What follows belongs to an exercise in optimizing a design on an open flow for small area; a production flow would make more cautious choices.
In this exercise RTL edits were held to simulation tests only and were not proved equivalent to the original.
Power figures rest on the tool's default switching activity, not on a simulated workload.

==> flow/design.v <==
package clk_freq_meter_pkg;
  localparam logic [4:0] ADDR_ID     = 5'd0;
  localparam logic [4:0] ADDR_GATE   = 5'd1;
  localparam logic [4:0] ADDR_STATUS = 5'd2;
  localparam logic [4:0] ADDR_CTRL   = 5'd3;
  localparam logic [31:0] ID_VALUE = 32'h434C_4B46;
endpackage
module clk_freq_meter_chan (
  input  logic clk,
  input  logic reset_n,
  input  logic clk_meas,
  output logic edge_o
);
  logic       s0_q;
  logic [5:1] sh_q;
  always_ff @(posedge clk or negedge reset_n) begin
    if (!reset_n) s0_q <= 1'b0;
    else          s0_q <= clk_meas;
  end
  always_ff @(posedge clk) begin
    sh_q <= {sh_q[4:1], s0_q};
  end
  assign edge_o = sh_q[4] & ~sh_q[5];
endmodule
module clk_freq_meter_lt #(
  parameter int W = 13
) (
  input  logic [W-1:0] a,
  input  logic [W-1:0] b,
  output logic         lt
);
  logic [W:0] bw;
  assign bw[0] = 1'b0;
  for (genvar i = 0; i < W; i++) begin : g_bit
    assign bw[i+1] = (~a[i] & b[i]) | (~a[i] & bw[i]) | (b[i] & bw[i]);
  end
  assign lt = bw[W];
endmodule
module clk_freq_meter
(
  input  logic        clk,
  input  logic        reset_n,
  input  logic [7:0]  clk_meas,
  input  logic [4:0]  avs_address,
  input  logic        avs_read,
  input  logic        avs_write,
  input  logic [31:0] avs_writedata,
  output logic [31:0] avs_readdata,
  output logic        led_dbg
);
  localparam int CW = 13;
  localparam logic [13:0] TMR_LAST = 14'h0C25;
  localparam logic [2:0] S_ARM0 = 3'd0;
  localparam logic [2:0] S_ARM4 = 3'd4;
  localparam logic [2:0] S_IDLE = 3'd5;
  localparam logic [2:0] S_RUN  = 3'd6;
  logic [2:0]  state_q, state_d;
  logic [13:0] timer_q, timer_d;
  logic        enable_q, enable_d;
  logic        valid_q;
  logic        first_q;
  logic [7:0]  seq_q;
  logic [3:0]  rot_q;
  logic [7:0]    edge_s;
  logic [7:0]    edge_rot_s;
  logic [CW-1:0] cnt_q  [8];
  logic [CW-1:0] freq_q [8];
  logic [CW-1:0] mm_q   [16];
  logic ctrl_wr_s, clear_s, run_s, last_s, gate_done_s, update_s, rebase_s;
  always_comb begin
    ctrl_wr_s   = avs_write && (avs_address == clk_freq_meter_pkg::ADDR_CTRL);
    clear_s     = ctrl_wr_s && avs_writedata[1];
    enable_d    = ctrl_wr_s ? avs_writedata[0] : enable_q;
    run_s       = (state_q == S_RUN);
    last_s      = (timer_q == TMR_LAST);
    gate_done_s = run_s && last_s && enable_d;
    update_s    = gate_done_s && !clear_s;
    rebase_s    = !run_s || gate_done_s;
  end
  for (genvar i = 0; i < 8; i++) begin : g_chan
    clk_freq_meter_chan u_chan (
      .clk      (clk),
      .reset_n  (reset_n),
      .clk_meas (clk_meas[i]),
      .edge_o   (edge_s[i])
    );
  end
  always_comb begin
    case (state_q)
      S_ARM4:  state_d = enable_d ? S_RUN : S_IDLE;
      S_IDLE:  state_d = enable_d ? S_RUN : S_IDLE;
      S_RUN:   state_d = enable_d ? S_RUN : S_IDLE;
      default: state_d = state_q + 3'd1;
    endcase
    if (run_s && enable_d && !last_s)
      timer_d = {timer_q[12:0], ~(timer_q[13] ^ timer_q[12])};
    else
      timer_d = 14'd0;
  end
  always_ff @(posedge clk or negedge reset_n) begin
    if (!reset_n) begin
      state_q  <= S_ARM0;
      enable_q <= 1'b1;
      valid_q  <= 1'b0;
      seq_q    <= 8'd0;
      rot_q    <= 4'd0;
    end else begin
      state_q  <= state_d;
      enable_q <= enable_d;
      rot_q    <= rot_q + 4'd1;
      if (clear_s) begin
        valid_q <= 1'b0;
      end else if (update_s) begin
        valid_q <= 1'b1;
        seq_q   <= seq_q + 8'd1;
      end
    end
  end
  always_ff @(posedge clk) begin
    timer_q <= timer_d;
  end
  always_comb begin
    logic [7:0] r0, r1;
    r0 = rot_q[0] ? {edge_s[0], edge_s[7:1]} : edge_s;
    r1 = rot_q[1] ? {r0[1:0], r0[7:2]} : r0;
    edge_rot_s = rot_q[2] ? {r1[3:0], r1[7:4]} : r1;
  end
  logic head_lt_s, head_take_s;
  clk_freq_meter_lt #(.W(CW)) u_head_lt (.a(freq_q[0]), .b(mm_q[0]), .lt(head_lt_s));
  assign head_take_s = first_q || (rot_q[3] ? !head_lt_s : head_lt_s);
  always_ff @(posedge clk) begin
    if (update_s) first_q <= !valid_q;
    for (int p = 0; p < 8; p++) begin
      cnt_q[p]  <= rebase_s ? CW'(edge_rot_s[(p+1)%8]) : cnt_q[(p+1)%8] + CW'(edge_rot_s[(p+1)%8]);
      freq_q[p] <= update_s ? cnt_q[(p+1)%8] : freq_q[(p+1)%8];
    end
    for (int p = 0; p < 15; p++) begin
      mm_q[p] <= mm_q[p+1];
    end
    mm_q[15] <= head_take_s ? freq_q[0] : mm_q[0];
  end
  logic [15:0]   rlo_s, rlo_q;
  logic          rones_s, rones_q;
  logic          rid_s, rid_q;
  logic [3:0]    pos_s;
  logic [CW-1:0] f_s, m_s, v_s;
  logic          lt_s, take_f_s;
  clk_freq_meter_lt #(.W(CW)) u_rd_lt (.a(f_s), .b(m_s), .lt(lt_s));
  always_comb begin
    pos_s    = avs_address[3:0] - rot_q;
    f_s      = freq_q[pos_s[2:0]];
    m_s      = mm_q[pos_s];
    take_f_s = first_q || (avs_address[3] ? !lt_s : lt_s);
    v_s      = take_f_s ? f_s : m_s;
    rlo_s   = 16'h0;
    rones_s = 1'b0;
    rid_s   = 1'b0;
    case (avs_address[4:3])
      2'd0: begin
        case (avs_address[2:0])
          3'd0: begin rlo_s = clk_freq_meter_pkg::ID_VALUE[15:0]; rid_s = 1'b1; end
          3'd1: rlo_s = 16'd10000;
          3'd2: rlo_s = {seq_q, 7'd0, valid_q};
          3'd3: rlo_s = {15'd0, enable_q};
          default: rlo_s = 16'h0;
        endcase
      end
      2'd1: rlo_s = valid_q ? 16'(f_s) : 16'h0;
      2'd2: begin
        rlo_s   = valid_q ? 16'(v_s) : 16'hFFFF;
        rones_s = !valid_q;
      end
      default: rlo_s = valid_q ? 16'(v_s) : 16'h0;
    endcase
  end
  always_ff @(posedge clk or negedge reset_n) begin
    if (!reset_n) begin
      rlo_q   <= 16'h0;
      rones_q <= 1'b0;
      rid_q   <= 1'b0;
    end else if (avs_read) begin
      rlo_q   <= rlo_s;
      rones_q <= rones_s;
      rid_q   <= rid_s;
    end
  end
  assign avs_readdata = {rones_q ? 16'hFFFF : (rid_q ? clk_freq_meter_pkg::ID_VALUE[31:16] : 16'h0), rlo_q};
  assign led_dbg      = seq_q[0];
endmodule
module clk_freq_meter_top (
  input  logic        clk,
  input  logic        reset_n,
  input  logic [7:0]  clk_meas,
  input  logic [4:0]  avs_address,
  input  logic        avs_read,
  input  logic        avs_write,
  input  logic [31:0] avs_writedata,
  output logic [31:0] avs_readdata,
  output logic        led_dbg
);
  clk_freq_meter u_meter (
    .clk           (clk),
    .reset_n       (reset_n),
    .clk_meas      (clk_meas),
    .avs_address   (avs_address),
    .avs_read      (avs_read),
    .avs_write     (avs_write),
    .avs_writedata (avs_writedata),
    .avs_readdata  (avs_readdata),
    .led_dbg       (led_dbg)
  );
endmodule
Settings: LEC_CHECK=0, ABC_AREA=1, CAP_MARGIN=20, CORE_MARGIN=2, CORE_UTILIZATION=78, SLEW_MARGIN=20; clock period 7.5 ns.
standard.sh (not shown) runs the stock make flow with config.mk's settings and CLKGATE_MAP_FILE= SYNTH_SCRIPT=/design/flow/synth_recipe.tcl, a recipe that flattens the netlist after the stock synthesis.
==> flow/flow/run.sh <==
#!/bin/bash
set -euo pipefail
here=$(pwd)
rm -rf "$here/scripts_abc"
cp -r "$FLOW_HOME/scripts" "$here/scripts_abc"
cp "$here/flow/abc_area.script" "$here/scripts_abc/abc_area.script"
export SCRIPTS_DIR="$here/scripts_abc"
export CTS_ARGS="-sink_clustering_enable -repair_clock_nets -dont_use_dummy_load -buf_list {sky130_fd_sc_hd__clkbuf_4} -sink_clustering_size 10 -sink_clustering_max_diameter 40"
export BUFFER_PORTS_ARGS="-buffer_cell sky130_fd_sc_hd__buf_1"
bash standard.sh > standard_flow.log 2>&1
==> flow/flow/abc_area.script <==
strash
&get -n
&fraig -x
&put
scorr
dc2
strash
&get -n
&synch2
&dch -f
&nf -R 1000 -p -C 32 -F 8 -E 50
&put
Edit:
--- a/flow/design.v
+++ b/flow/design.v
@@ -138,12 +138,11 @@
       mm_q[p] <= mm_q[p+1];
     end
     mm_q[15] <= head_take_s ? freq_q[0] : mm_q[0];
   end
   logic [15:0]   rlo_s, rlo_q;
-  logic          rones_s, rones_q;
-  logic          rid_s, rid_q;
+  logic          rones_s, rid_s;
   logic [3:0]    pos_s;
   logic [CW-1:0] f_s, m_s, v_s;
   logic          lt_s, take_f_s;
   clk_freq_meter_lt #(.W(CW)) u_rd_lt (.a(f_s), .b(m_s), .lt(lt_s));
   always_comb begin
@@ -151,42 +150,35 @@
     f_s      = freq_q[pos_s[2:0]];
     m_s      = mm_q[pos_s];
     take_f_s = first_q || (avs_address[3] ? !lt_s : lt_s);
     v_s      = take_f_s ? f_s : m_s;
     rlo_s   = 16'h0;
-    rones_s = 1'b0;
-    rid_s   = 1'b0;
     case (avs_address[4:3])
       2'd0: begin
         case (avs_address[2:0])
-          3'd0: begin rlo_s = clk_freq_meter_pkg::ID_VALUE[15:0]; rid_s = 1'b1; end
+          3'd0: rlo_s = clk_freq_meter_pkg::ID_VALUE[15:0];
           3'd1: rlo_s = 16'd10000;
           3'd2: rlo_s = {seq_q, 7'd0, valid_q};
           3'd3: rlo_s = {15'd0, enable_q};
           default: rlo_s = 16'h0;
         endcase
       end
       2'd1: rlo_s = valid_q ? 16'(f_s) : 16'h0;
-      2'd2: begin
-        rlo_s   = valid_q ? 16'(v_s) : 16'hFFFF;
-        rones_s = !valid_q;
-      end
+      2'd2: rlo_s = valid_q ? 16'(v_s) : 16'hFFFF;
       default: rlo_s = valid_q ? 16'(v_s) : 16'h0;
     endcase
   end
   always_ff @(posedge clk or negedge reset_n) begin
     if (!reset_n) begin
-      rlo_q   <= 16'h0;
-      rones_q <= 1'b0;
-      rid_q   <= 1'b0;
+      rlo_q <= 16'h0;
     end else if (avs_read) begin
-      rlo_q   <= rlo_s;
-      rones_q <= rones_s;
-      rid_q   <= rid_s;
-    end
-  end
-  assign avs_readdata = {rones_q ? 16'hFFFF : (rid_q ? clk_freq_meter_pkg::ID_VALUE[31:16] : 16'h0), rlo_q};
+      rlo_q <= rlo_s;
+    end
+  end
+  assign rones_s = rlo_q[15] & rlo_q[1];
+  assign rid_s   = rlo_q[14] & ~rlo_q[15] & rlo_q[1];
+  assign avs_readdata = {rones_s ? 16'hFFFF : (rid_s ? clk_freq_meter_pkg::ID_VALUE[31:16] : 16'h0), rlo_q};
   assign led_dbg      = seq_q[0];
 endmodule
 module clk_freq_meter_top (
   input  logic        clk,
   input  logic        reset_n,
What happened:
- area after synthesis is higher by 0.34%
- combinational power is higher by 11%
- die area is higher by 0.33%
- via count is higher by 1.6%
- total power is higher by 0.62%
- final area is about the same

-- re-timing with driven ports --
No port has a modelled driver above. Below, the same layouts with a new extraction and two added sets of constraints. Step 1 sets driving cells, clkbuf_16 on the clock port and buf_2 on the other inputs (assumed; they add their load-dependent delay and slew). Step 2 adds t to the input delays and takes it off the output delays; t is the mean of the earliest and latest rising clock arrival at the registers after step 1. Input paths then give back, and output paths get back, about the clock's delay inside the block. Three values: ideal, step 1, step 2; two values: the first two.
| run | t, ns | setup slack, ns | latest minus earliest clock arrival (ns) |
|---|---|---|---|
| the first run | 0.760 | 0.846 / 0.871 / 0.111 | 0.074 / 0.074 |
| the second run | 0.754 | 1.257 / 1.284 / 0.529 | 0.087 / 0.087 |
After both steps setup and hold are still met in every run listed. The setup slack of the first run, which loses most, moves by +0.025 ns with the drivers and by -0.735 ns with both steps.
